This design comes from an exercise in tuning for small area, a short achievable clock period and few clock cycles on the open sky130 flow, not from production work.
In this exercise RTL edits were held to simulation tests only and were not proved equivalent to the original.
Power is estimated from default activity; no workload was simulated.

**design/flow/run.sh**
```bash
#!/bin/bash
# synth_recipe.tcl (not shown) runs the flow's synth.tcl, then flattens the netlist and writes it again
# the make line also repeats each setting of config.mk as NAME=value (left out here)
make -C /OpenROAD-flow-scripts/flow DESIGN_CONFIG=/design/flow/config.mk WORK_HOME=/design/flow/orfs CLKGATE_MAP_FILE= SYNTH_SCRIPT=/design/flow/synth_recipe.tcl finish
```
**design/flow/config.mk**
```make
export PLATFORM = sky130hd
export DESIGN_NAME = mat_ops_seq
export DESIGN_NICKNAME = mat_ops_seq
export VERILOG_FILES = /design/flow/design.v
export SDC_FILE = /design/flow/constraint.sdc
export NUM_CORES = 4
export LEC_CHECK = 0
export CAP_MARGIN = 20
export CORE_MARGIN = 2
export CORE_UTILIZATION = 40
export PLACE_DENSITY = 0.6
export SLEW_MARGIN = 20
```
**design/flow/constraint.sdc**
```tcl
create_clock -name core_clock -period 10.0 [get_ports {clk}]
set_input_delay 2.0000 -clock core_clock [delete_from_list [all_inputs] [get_ports {clk}]]
set_output_delay 2.0000 -clock core_clock [all_outputs]
set_load 0.01 [all_outputs]
```
**design/flow/design.v**
```verilog
package mat_ops_pkg;
  typedef enum logic [1:0] {
    OP_ADD = 2'd0,
    OP_SUB = 2'd1,
    OP_TRN = 2'd2,
    OP_MUL = 2'd3
  } op_t;
  typedef enum logic [1:0] {
    ST_IDLE = 2'd0,
    ST_RUN  = 2'd1,
    ST_DONE = 2'd2
  } state_t;
  function automatic int unsigned elem_off(input int unsigned r, input int unsigned c,
                                           input int unsigned n, input int unsigned w);
    elem_off = (n * n - 1 - (r * n + c)) * w;
  endfunction
endpackage
module mat_mac
#(
  parameter int unsigned N = 4,
  parameter int unsigned W = 16
) (
  input  logic         clk,
  input  logic         rst,
  input  logic         clr,
  input  logic         en,
  input  logic [W-1:0] x,
  input  logic [W-1:0] y,
  output logic [W-1:0] sum,
  output logic         big
);
  localparam int unsigned AW = 2 * W + $clog2(N);
  logic [AW-1:0]  acc;
  logic [AW-1:0]  total;
  logic [2*W-1:0] prod;
  assign prod  = {{W{1'b0}}, x} * {{W{1'b0}}, y};
  assign total = (clr ? '0 : acc) + AW'(prod);
  assign sum   = total[W-1:0];
  assign big   = |total[AW-1:W];
  always_ff @(posedge clk) begin
    if (rst) begin
      acc <= '0;
    end else if (en) begin
      acc <= total;
    end
  end
endmodule
module mat_ops_seq
#(
  parameter int unsigned N = 4,
  parameter int unsigned W = 16
) (
  input  logic             clk,
  input  logic             rst,
  input  logic             start,
  input  logic [1:0]       op,
  input  logic [N*N*W-1:0] a,
  input  logic [N*N*W-1:0] b,
  output logic             busy,
  output logic             done,
  output logic [N*N*W-1:0] result,
  output logic             ovf
);
  localparam int unsigned CW = $clog2(N);
  localparam int unsigned FW = N * N * W;
  localparam int unsigned IW = $clog2(FW);
  localparam logic [CW-1:0] LAST = CW'(N - 1);
  mat_ops_pkg::state_t         state;
  mat_ops_pkg::op_t            op_q;
  logic [FW-1:0]  a_q;
  logic [FW-1:0]  b_q;
  logic [FW-1:0]  work;
  logic           work_ovf;
  logic [CW-1:0]  row;
  logic [CW-1:0]  col;
  logic [CW-1:0]  kk;
  logic [W-1:0]   row_data [N];
  logic           row_ovf;
  logic [W:0]     ext;
  logic [W-1:0]   mac_sum;
  logic           mac_big;
  logic           mac_en;
  function automatic logic [IW-1:0] off(input logic [CW-1:0] r, input logic [CW-1:0] c);
    off = IW'(mat_ops_pkg::elem_off(32'(r), 32'(c), N, W));
  endfunction
  always_comb begin
    row_ovf = 1'b0;
    ext     = '0;
    for (int unsigned cc = 0; cc < N; cc++) begin
      row_data[CW'(cc)] = '0;
      case (op_q)
        mat_ops_pkg::OP_ADD: begin
          ext = {1'b0, a_q[off(row, CW'(cc)) +: W]} + {1'b0, b_q[off(row, CW'(cc)) +: W]};
          row_data[CW'(cc)] = ext[W-1:0];
          row_ovf = row_ovf | ext[W];
        end
        mat_ops_pkg::OP_SUB: begin
          ext = {1'b0, a_q[off(row, CW'(cc)) +: W]} - {1'b0, b_q[off(row, CW'(cc)) +: W]};
          row_data[CW'(cc)] = ext[W-1:0];
          row_ovf = row_ovf | ext[W];
        end
        mat_ops_pkg::OP_TRN:  row_data[CW'(cc)] = a_q[off(CW'(cc), row) +: W];
        default: row_data[CW'(cc)] = '0;
      endcase
    end
  end
  assign mac_en = (state == mat_ops_pkg::ST_RUN) && (op_q == mat_ops_pkg::OP_MUL);
  mat_mac #(.N(N), .W(W)) u_mac (
    .clk (clk),
    .rst (rst),
    .clr (kk == '0),
    .en  (mac_en),
    .x   (a_q[off(row, kk) +: W]),
    .y   (b_q[off(kk, col) +: W]),
    .sum (mac_sum),
    .big (mac_big)
  );
  always_ff @(posedge clk) begin
    if (rst) begin
      state    <= mat_ops_pkg::ST_IDLE;
      op_q     <= mat_ops_pkg::OP_ADD;
      a_q      <= '0;
      b_q      <= '0;
      work     <= '0;
      work_ovf <= 1'b0;
      row      <= '0;
      col      <= '0;
      kk       <= '0;
      busy     <= 1'b0;
      done     <= 1'b0;
      result   <= '0;
      ovf      <= 1'b0;
    end else begin
      done <= 1'b0;
      case (state)
        mat_ops_pkg::ST_IDLE: begin
          if (start) begin
            a_q      <= a;
            b_q      <= b;
            op_q     <= mat_ops_pkg::op_t'(op);
            row      <= '0;
            col      <= '0;
            kk       <= '0;
            work_ovf <= 1'b0;
            busy     <= 1'b1;
            state    <= mat_ops_pkg::ST_RUN;
          end
        end
        mat_ops_pkg::ST_RUN: begin
          if (op_q == mat_ops_pkg::OP_MUL) begin
            if (kk == LAST) begin
              work[off(row, col) +: W] <= mac_sum;
              work_ovf <= work_ovf | mac_big;
              kk <= '0;
              if (col == LAST) begin
                col <= '0;
                if (row == LAST) begin
                  busy  <= 1'b0;
                  state <= mat_ops_pkg::ST_DONE;
                end else begin
                  row <= row + 1'b1;
                end
              end else begin
                col <= col + 1'b1;
              end
            end else begin
              kk <= kk + 1'b1;
            end
          end else begin
            for (int unsigned cc = 0; cc < N; cc++) begin
              work[off(row, CW'(cc)) +: W] <= row_data[CW'(cc)];
            end
            work_ovf <= work_ovf | row_ovf;
            if (row == LAST) begin
              busy  <= 1'b0;
              state <= mat_ops_pkg::ST_DONE;
            end else begin
              row <= row + 1'b1;
            end
          end
        end
        mat_ops_pkg::ST_DONE: begin
          result <= work;
          ovf    <= work_ovf;
          done   <= 1'b1;
          state  <= mat_ops_pkg::ST_IDLE;
        end
        default: state <= mat_ops_pkg::ST_IDLE;
      endcase
    end
  end
endmodule
```
==> impl_metrics.json <==
{
  "setup_violations": 0,
  "area_growth_pct": 20.8,
  "worst_path_max_delay_cell": "mux4_2",
  "fin_crit_ns": 9.07,
  "dp_cells": 10600,
  "dr.pass1.iters": 9,
  "grt_max_degree": 220,
  "first_global_vias": 62800,
  "dpl.hpwl_mm": 250,
  "critical_path_arrival_ns": 9.68,
  "max_clock_freq_ghz": 0.110,
  "status": "timing/DRC/antenna clean",
  "fin_crit_sh_pct": 90.7,
  "dr_wl_met3_mm": 42.4,
  "maxSlewViolCount": 0,
  "start_util_pct": 40.1,
  "powerDensity_nw_per_um2": 158,
  "synth.distinct_cells": 85,
  "maxUsedRoutingLayer": "met5",
  "grt_pass1_wl_mm": 459,
  "yosysWarnings": 4,
  "end_kind": "flip-flop",
  "ys.flop_type": "dfxtp_1",
  "grt_antenna_before_repair": 39,
  "synth_top_area_cell": "dfxtp_1",
  "wl_met1_mm": 126,
  "num_vias": 67600,
  "clk_pin_slew_ns": 0.06,
  "clk_path_buf_depth": 3,
  "path_common_cell": "inv_1",
  "leakage_nw": 29.7,
  "cap_violations": 0,
  "async_flop_share_pct": 0,
  "holdBufCountCts": 0,
  "htree_levels": 3,
  "hold_path.class": "flip-flop to flip-flop",
  "fin_area_um2": 80800,
  "peakVddDrop_uv": 204,
  "netlist_area_um2": 66900,
  "crit_fanout": 23,
  "gr-usage-all-layers_pct": 37.4,
  "worst-path-buf-inv": 8,
  "routabilityCongestion": 1.06,
  "avgSynthCellArea_um2": 8.19,
  "slew_headroom_pct": 8.31,
  "synth_edf_count": 0,
  "syn_inst": 8163,
  "antenna_left": 0,
  "cts_setup_buffers": 0,
  "finalPower_w": 0.0128,
  "core-area_um2": 167000,
  "pin_count": 776,
  "synth.top_cell.area_share_pct": 32.1,
  "layoutNonFillerInstCount": 10900,
  "cts_tree": "done",
  "drc_errors": 0,
  "syn_nets": 9158,
  "die_x_um": 413,
  "yosysSeqAreaShare_pct": 32.1,
  "utilization_pct": 48.5,
  "fin_nets": 9549,
  "layout_commonest_cell": "nand2_1",
  "worst_path_largest_cell_delay_ns": 0.74,
  "cts_buffers": 121,
  "hold_violations": 0,
  "clk_latency_ns": 0.83,
  "met2_length_mm": 133,
  "root_buffer": "clkbuf_16",
  "skew_ns": 0.0934,
  "startpoint_type": "flip-flop",
  "drtIter0Drc": 9928,
  "layout_common_cells": "2,003 x nand2_1, 1,186 x a21oi_1, 1,064 x dfxtp_1, 774 x clkdlybuf4s50_1, 467 x inv_1",
  "viasPerCell": 6.21,
  "layout-drive-gt1-share_pct": 8.96,
  "place_area_um2": 76300,
  "cts_resized": 0,
  "clock_sinks": 1072,
  "fin_setup_tns_ns": 0,
  "die_h_um": 413,
  "wirelength_mm": 329,
  "rsz0062_at_grt": "false",
  "crit_required_ns": 10.61,
  "port_buffers": 775,
  "dieArea_um2": 170000,
  "netlist_top_cells_area": "dfxtp_1 32%, mux4_2 12%, nand2_1 11%",
  "grt_overflow_total": 0,
  "routedWlPerCell_um": 30.2,
  "tightest_slew_ns": 1.36,
  "critical_path.top_delay_family": "adder cells",
  "ys_ff_latch": 1072,
  "path_class": "flip-flop to flip-flop",
  "rows": 150
}
[stage by stage]
stage | hold slack (ns) | worst slack, ns
after CTS | 0.454 | 0.969
after detailed placement | 0.445 | 0.932
after global placement | 0.438 | 1.06
final | 0.453 | 0.928
after floorplan | 0.428 | 1.37
after global routing | 0.468 | 0.597
[area by class of cell]
| cell class | instances | area, um^2 |
|---|---|---|
| well taps | 2204 | 2760 |
| repair buffers | 914 | 8960 |
| multi-input cells | 5970 | 41400 |
| flip-flops and latches | 1072 | 21500 |
| fillers | 16200 | 85900 |
| inverters | 475 | 1780 |
| clock buffers | 169 | 3470 |
| clock inverters | 61 | 897 |
| diodes | 14 | 35.0 |
[worst register-to-register path: cells and delay by family, from the launching register on]
family | cells | cell delay (ns)
compound gates | 4 | 0.90
flops | 1 | 0.64
mux | 2 | 1.26
fa+ha+maj | 7 | 3.40
simple gates | 6 | 1.68
buf+inv | 8 | 0.92
xor+xnor | 1 | 0.15
[synthesized netlist by cell type (11+ instances only)]
cell type,number
a32oi_1,32
clkbuf_1,567
xor2_1,24
nor4_1,26
a21oi_1,1191
nor3_1,88
o22ai_1,37
and2_1,51
dfxtp_1,1072
o21a_1,17
nand3_1,79
nand2b_1,67
and3_1,15
buf_1,44
a31oi_1,32
o211a_1,11
a221o_1,33
xnor2_1,53
a21o_1,28
a2111oi_0,11
fa_1,234
o211ai_1,37
inv_1,468
buf_2,35
nand2_1,2006
a22oi_1,63
mux4_2,342
o31ai_1,24
a221oi_1,138
o21bai_1,17
a211oi_1,45
o21ai_0,333
or3_1,29
ha_1,244
nor2_1,406
nor2b_1,60
[power by group]
group | total (W) | leakage [nW] | internal [W] | switching (W)
Combinational | 0.00302 | 18.8 | 0.00103 | 0.00199
Clock | 0.00488 | 2.11 | 0.00283 | 0.00205
Sequential | 0.00486 | 8.74 | 0.00449 | 0.000368
Total | 0.0128 | 29.7 | 0.00835 | 0.00441
[cells by family after synthesis]
logic type	count (synthesis)	share of synthesized area, %
and+or+nand+nor	2869	17.6
AOI/OAI and AO/OA	2190	19.7
DFF	1072	32.1
xor gates and xnor gates	77	1.01
muxes	356	11.7
buffers and inverters	1121	6.36
adders and majority gates	478	11.6
[worst paths after layout]
kind                                          startpoint                  endpoint  cells after the start  slack, ns
worst max-delay path                  kk[0]$_SDFFE_PP0P_     work_ovf$_SDFFE_PP0P_                     28       0.93
worst max register to register        kk[0]$_SDFFE_PP0P_     work_ovf$_SDFFE_PP0P_                     28       0.93
worst min-delay path            result[209]$_SDFFE_PP0P_  result[209]$_SDFFE_PP0P_                      2       0.45
worst min register to register  result[209]$_SDFFE_PP0P_  result[209]$_SDFFE_PP0P_                      2       0.45
[routing by layer]
layer	vias up	track usage, %
met5	-	0
met4	34	25.2
met3	1045	11.8
met2	4654	52.4
met1	32700	49.0
li1	29100	-
[registers in the layout, summed over array words and instances, names as in the netlist, 34 cells and up]
register	flops
u_mac.acc	34
b_q	256
a_q	256
work	256
result	256
Testbench counts, summed over its fixed seeds: cycles 26,520.

==> separate check: timing with driven ports <==
The flow's constraints put no driver on any port. The routed layout listed below was extracted and timed again, unchanged, in two steps.
Step 1 (the two cells are an assumption about what drives the block):
set clk [get_ports {clk}]
set_driving_cell -lib_cell sky130_fd_sc_hd__clkbuf_16 $clk
set_driving_cell -lib_cell sky130_fd_sc_hd__buf_2 [delete_from_list [all_inputs] $clk]
Step 2 also shifts input and output timing later by t, the mid clock arrival at the registers, as if the neighbouring blocks saw the same clock.
Three values: no drivers, after step 1, after step 2; two values: the first two.
shift t [ns]: 0.880
slack for setup (ns): 0.928 / 0.928 / 0.928
worst hold slack (ns): 0.453 / 0.453 / 0.453
worst setup path at the end: register to register
clock arrival spread, ns: 0.094 / 0.094
After both steps setup and hold are still met in this run. For this run, drivers alone change the setup slack by 0.000 ns; drivers and shift together by 0.000 ns.
